From an optimization exercise on the open Yosys and OpenROAD flow, aimed at small area, a short achievable clock period and few clock cycles; shortcuts taken in it are not production practice.
The RTL was checked by simulation tests, not by an equivalence proof against the original design.
Power is estimated from default activity; no workload was simulated.

rev 12:
## radix_conversion_to_ascii
module radix_conversion_to_ascii #(
	parameter int INT_BITS       = 32,
	parameter int FRAC_BITS      = 32,
	parameter int FRAC_DIGITS    = 10,
	parameter int MAX_INT_DIGITS = 32
) (
	input  logic                clk,
	input  logic                arst_n,
	input  logic                cfg_we,
	input  logic [4:0]          cfg_wdata,
	input  logic                item_valid,
	output logic                item_ready,
	input  logic [63:0]         item_data,    
	output logic                char_valid,
	input  logic                char_ready,
	output logic [7:0]          char_data     
);
	localparam int NF = 14;    
	logic [3:0] rb_q;      
	logic       m10_q;     
	logic       m8_q;      
	logic       m16_q;     
	logic       ff16_q;    
	logic       ff2_q;     
	logic       sub2_q;    
	logic       sub3_q;    
	logic       sela_q;    
	logic       selb_q;    
	logic [4:0] cfg_b;
	assign cfg_b = (cfg_wdata[4:1] == 4'd0) ? 5'd2
		: (cfg_wdata[4] && cfg_wdata[3:0] != 4'd0) ? 5'd16 : cfg_wdata;
	always_ff @(posedge clk or negedge arst_n) begin
		if (!arst_n) begin
			rb_q   <= 4'd10;
			m10_q  <= 1'b1;
			m8_q   <= 1'b0;
			m16_q  <= 1'b0;
			ff16_q <= 1'b0;
			ff2_q  <= 1'b0;
			sub2_q <= 1'b0;
			sub3_q <= 1'b0;
			sela_q <= 1'b1;
			selb_q <= 1'b1;
		end else if (cfg_we) begin
			rb_q   <= cfg_b[3:0];
			m10_q  <= (cfg_b == 5'd10);
			m8_q   <= (cfg_b == 5'd8);
			m16_q  <= (cfg_b == 5'd16) || (cfg_b == 5'd2) || (cfg_b == 5'd4);
			ff16_q <= (cfg_b == 5'd16);
			ff2_q  <= (cfg_b == 5'd2);
			sub2_q <= (cfg_b == 5'd4);
			sub3_q <= (cfg_b == 5'd3);
			sela_q <= (cfg_b == 5'd10) || (cfg_b == 5'd8);
			selb_q <= (cfg_b == 5'd10) || (cfg_b == 5'd2);
		end
	end
	logic       ifast, ffast, sub4;
	logic [3:0] gb;
	assign sub4  = ff2_q;
	assign ifast = m10_q | m8_q | m16_q;
	assign ffast = m10_q | m8_q | ff16_q | ff2_q;
	assign gb    = sub3_q ? 4'd9 : rb_q;
	function automatic logic [6:0] glyph(input logic [3:0] d);
		case (d)
			4'd0: glyph = 7'h30;  4'd1: glyph = 7'h31;  4'd2: glyph = 7'h32;  4'd3: glyph = 7'h33;
			4'd4: glyph = 7'h34;  4'd5: glyph = 7'h35;  4'd6: glyph = 7'h36;  4'd7: glyph = 7'h37;
			4'd8: glyph = 7'h38;  4'd9: glyph = 7'h39;  4'd10: glyph = 7'h41; 4'd11: glyph = 7'h42;
  ...
Size: roughly 2,100 cells after synthesis, roughly 150 flip-flops, ~84 I/O pins, ~0.014 mm^2 of cells after synthesis.
export LEC_CHECK = 0
export ABC_AREA = 1
export CAP_MARGIN = 60
export CORE_MARGIN = 2
export CORE_UTILIZATION = 40
export SLEW_MARGIN = 60
create_clock -name core_clock -period 12.0 [get_ports {clk}]
standard.sh (not shown) runs the stock make flow with config.mk's settings and CLKGATE_MAP_FILE= SYNTH_SCRIPT=/design/flow/synth_recipe.tcl, a recipe that flattens the netlist after the stock synthesis.
==> flow/flow/run.sh <==
#!/bin/bash
# Standard layout, with the timing repair aiming well past the required slack
# and plain buffers on the ports.
set -euo pipefail
bash standard.sh SETUP_SLACK_MARGIN=8.5 "BUFFER_PORTS_ARGS=-buffer_cell sky130_fd_sc_hd__buf_1" finish > standard.log 2>&1
Rev 12: flow completed, timing, DRC and antenna clean
Testbench counts of rev 12, summed over its fixed seeds: cycles 55,027.
Input-level comparison between rev 13 and rev 12:
==> flow/run.sh (new file) <==
#!/bin/bash
# synth_recipe.tcl (not shown) runs the flow's synth.tcl, then flattens the netlist and writes it again
# the make line also repeats each setting of config.mk as NAME=value (left out here)
make -C /OpenROAD-flow-scripts/flow DESIGN_CONFIG=/design/flow/config.mk WORK_HOME=/design/flow/orfs CLKGATE_MAP_FILE= SYNTH_SCRIPT=/design/flow/synth_recipe.tcl finish
removed: flow/flow/run.sh
removed: flow/standard.sh
### Flow results
Summed area of non-filler cells in the final layout: rev 13 < rev 12
Rev 13 vs. rev 12: non-clock inverter instance count of the final layout lower; gate count after technology mapping roughly the same; cell count lower.
Post-place setup slack deteriorates in rev 13 relative to rev 12.
Rev 13 against rev 12: buffer levels on the longest clock path saw little to no change, total power now smaller, die area neither gained nor lost much.
The area growth from synthesis to layout of rev 13 falls short of that of rev 12 by 5.3 points.
Compared with rev 12, in rev 13 wire length of the first global-routing pass moved down, part of the power in the clock network rose 0.7 points.

========
radix_conversion_to_ascii, a different RTL version from the one above (not shown whole).
For scale: about 2,100 cells after synthesis, about 150 flip-flops, ~84 I/O pins, ~0.016 mm^2 of cells after synthesis.
Settings: LEC_CHECK=0, ABC_AREA=0, CAP_MARGIN=60, CORE_MARGIN=2, CORE_UTILIZATION=40, SLEW_MARGIN=60; clock period 12.0 ns.
==> flow/flow/run.sh <==
#!/bin/bash
# Standard layout, with the timing repair aiming well past the required slack
# and plain buffers on the ports.
set -euo pipefail
bash standard.sh SETUP_SLACK_MARGIN=8.5 "BUFFER_PORTS_ARGS=-buffer_cell sky130_fd_sc_hd__buf_1" finish > standard.log 2>&1
The starting point passed the timing, design-rule and antenna checks.
Testbench counts at the start, summed over its fixed seeds: cycles 55,027.
Change:
Settings changed: ABC_AREA 0 to 1, CAP_MARGIN 60 to 80, SLEW_MARGIN 60 to 80.
What happened:
- global-route usage is higher by 1.8 points
- hold slack loses 0.041 ns
- power is lower by a few percent
Change:
==> flow/flow/run.sh (replaced) <==
#!/bin/bash
# Standard layout, with the timing repair aiming well past the required slack
# and plain buffers on the ports.
set -euo pipefail
bash standard.sh SETUP_SLACK_MARGIN=8.2 "BUFFER_PORTS_ARGS=-buffer_cell sky130_fd_sc_hd__buf_1" finish > standard.log 2>&1
Settings changed: CAP_MARGIN 80 to 60, SLEW_MARGIN 80 to 60.
Effect:
- clock-buffer cell count shrinks by 6
- global-route usage shrinks by 0.90 points
- total power shrinks by 6.8%
- routed wire length shrinks by 3.7%
- worst setup slack got worse by 0.19 ns
- final area shrinks by 5.7%

========
## lane 1
Starting RTL as in the previous note.
Settings: LEC_CHECK=0, ABC_AREA=1, CAP_MARGIN=60, CORE_MARGIN=2, CORE_UTILIZATION=40, SLEW_MARGIN=60; clock period 12.0 ns.
==> flow/flow/run.sh <==
#!/bin/bash
# Standard layout, with the timing repair aiming well past the required slack
# and plain buffers on the ports.
set -euo pipefail
bash standard.sh SETUP_SLACK_MARGIN=8.5 "BUFFER_PORTS_ARGS=-buffer_cell sky130_fd_sc_hd__buf_2" finish > standard.log 2>&1
Lane 1 went all the way through the flow, and no timing, DRC or antenna check failed.
Testbench counts of lane 1, summed over its fixed seeds: cycles 55,027.
Modified inputs, lane 2 compared to lane 1
Settings: swapping 60 for 40 in CAP_MARGIN; swapping 60 for 40 in SLEW_MARGIN.
==> flow/flow/run.sh <==
#!/bin/bash
# Standard layout, with the timing repair aiming well past the required slack
# and plain buffers on the ports.
set -euo pipefail
bash standard.sh SETUP_SLACK_MARGIN=8.5 "BUFFER_PORTS_ARGS=-buffer_cell sky130_fd_sc_hd__buf_1" finish > standard.log 2>&1
Results
Taking lane 1 as the reference, in lane 2 length of the first detailed-routing pass in iterations -1; part of the power in combinational logic ~0 delta; parity-gate share of the synthesized area counting xor and xnor cells ~0 delta; utilization -0.42 points. Synthesized area came out exactly the same in lane 2 and lane 1. Lane 2 reports a lower worst setup slack than lane 1 does. Final critical delay including setup and external delays was lower in lane 1 than in lane 2. Area used by multi-input combinational logic delta for lane 2 relative to lane 1: 26 um2 lower.
The inputs of lane 3 differ from those of lane 2 as listed below.
Settings: CAP_MARGIN changed from 40 to 60; CORE_UTILIZATION changed from 40 to 50; SLEW_MARGIN changed from 40 to 60.
Results
- Diff lane 2 -> lane 3 | design area | increase of about 0.47%
- Of lane 3 and lane 2, it is lane 3 that has the higher total number of vias.
- Layout buffer count excluding clock buffers: lane 2 and lane 3 compared, lower one is lane 2
- Lane 3 vs lane 2, utilization went up by 11 points.
- Worst hold slack after final layout is lower on lane 2
- Lane 2 reports its termination of the worst setup path as acc_q[4]$_DFFE_PP_ while lane 3 reports item_ready.
- For lane 2, the category of the critical setup timing path was input port to flop, unlike lane 3, where it was flop to output port.
Relative to lane 3, the following input files were edited for lane 4:
Settings: a change of CORE_UTILIZATION from 50 to 40.
==> flow/flow/run.sh <==
#!/bin/bash
# Standard layout, with the timing repair aiming well past the required slack
# and plain buffers on the ports.
set -euo pipefail
bash standard.sh SETUP_SLACK_MARGIN=8.8 "BUFFER_PORTS_ARGS=-buffer_cell sky130_fd_sc_hd__buf_1" finish > standard.log 2>&1
Final cell count for lane 4 is higher than for lane 3. For the combinational power, lane 4 came in about 3% higher than lane 3 did. Clock network power consumption (lane 4 vs. lane 3) decreases by a little under 10%. The global-route usage of lane 4 falls short of that of lane 3 by 6.4 points. Compared with lane 3, in lane 4 layout net count now sits higher; share of the clock period used by the worst path ~0 delta; met2 usage decreased by 13 points relative to the old numbers. The final layout from lane 4, which completed every stage, passed the timing, design-rule and antenna checks at the end of the flow. Lower non-clock buffer count goes to lane 3 over lane 4.
What lane 5 does differently from lane 4 at the input level:
Settings: GPL_TIMING_DRIVEN newly set to 1.
==> flow/flow/run.sh <==
#!/bin/bash
# Standard layout, with the timing repair aiming well past the required slack
# and plain buffers on the ports.
set -euo pipefail
bash standard.sh SETUP_SLACK_MARGIN=8.5 "BUFFER_PORTS_ARGS=-buffer_cell sky130_fd_sc_hd__buf_1" finish > standard.log 2>&1
### Flow results
Share of power burned in combinational logic was higher in the run labelled lane 4. Total met2 wirelength after detailed routing in lane 5 is 810 um below lane 4. Lane 4 → lane 5: instance area after placement fell by 0.52%; first-pass GRT wire length has remained practically unchanged; total power lost about 3.6%; final core utilization -1.8 points; data arrival time of the critical path down 0.02 ns. In the tables for lane 4 and lane 5, proportion of final cell area spent on non-clock buffers reads higher with lane 4.

-- static timing again, ports no longer ideal --
How much do the figures lean on ideal ports? The routed layouts below were timed once more, with nothing changed but the port constraints. Step 1: set_driving_cell puts a clkbuf_16 on clk and a buf_2 on each other input, an assumption about the parent block. Step 2 also shifts input and output timing later by t, the mid clock arrival at the registers, as if the neighbouring blocks saw the same clock. Three values: ideal, step 1, step 2; two values: the first two.
run | shift t [ns] | setup WS [ns] | hold WS [ns] | cell pins on the clock port's net
rev 12 | 0.490 | 8.356 / 8.356 / 8.106 | 0.463 / 0.463 / 0.463 | 1
rev 13 | 0.494 | 7.501 / 7.501 / 7.376 | 0.472 / 0.472 / 0.472 | 1
the first run of note 2 | 0.502 | 8.044 / 8.044 / 8.044 | 0.498 / 0.498 / 0.498 | 1
the second run of note 2 | 0.493 | 8.601 / 8.546 / 8.154 | 0.457 / 0.457 / 0.457 | 1
the third run of note 2 | 0.492 | 8.414 / 8.360 / 8.029 | 0.462 / 0.462 / 0.462 | 1
lane 1 | 0.502 | 8.576 / 8.527 / 8.133 | 0.465 / 0.465 / 0.465 | 1
lane 2 | 0.487 | 8.556 / 8.522 / 8.100 | 0.466 / 0.466 / 0.466 | 1
lane 3 | 0.483 | 8.599 / 8.548 / 8.179 | 0.470 / 0.470 / 0.470 | 1
lane 4 | 0.487 | 8.594 / 8.539 / 8.313 | 0.473 / 0.473 / 0.473 | 1
lane 5 | 0.485 | 8.609 / 8.555 / 8.178 | 0.460 / 0.460 / 0.460 | 1
After both steps every run listed still meets setup and hold. For lane 2, which loses most, drivers alone change the setup slack by -0.034 ns; drivers and shift together by -0.456 ns.
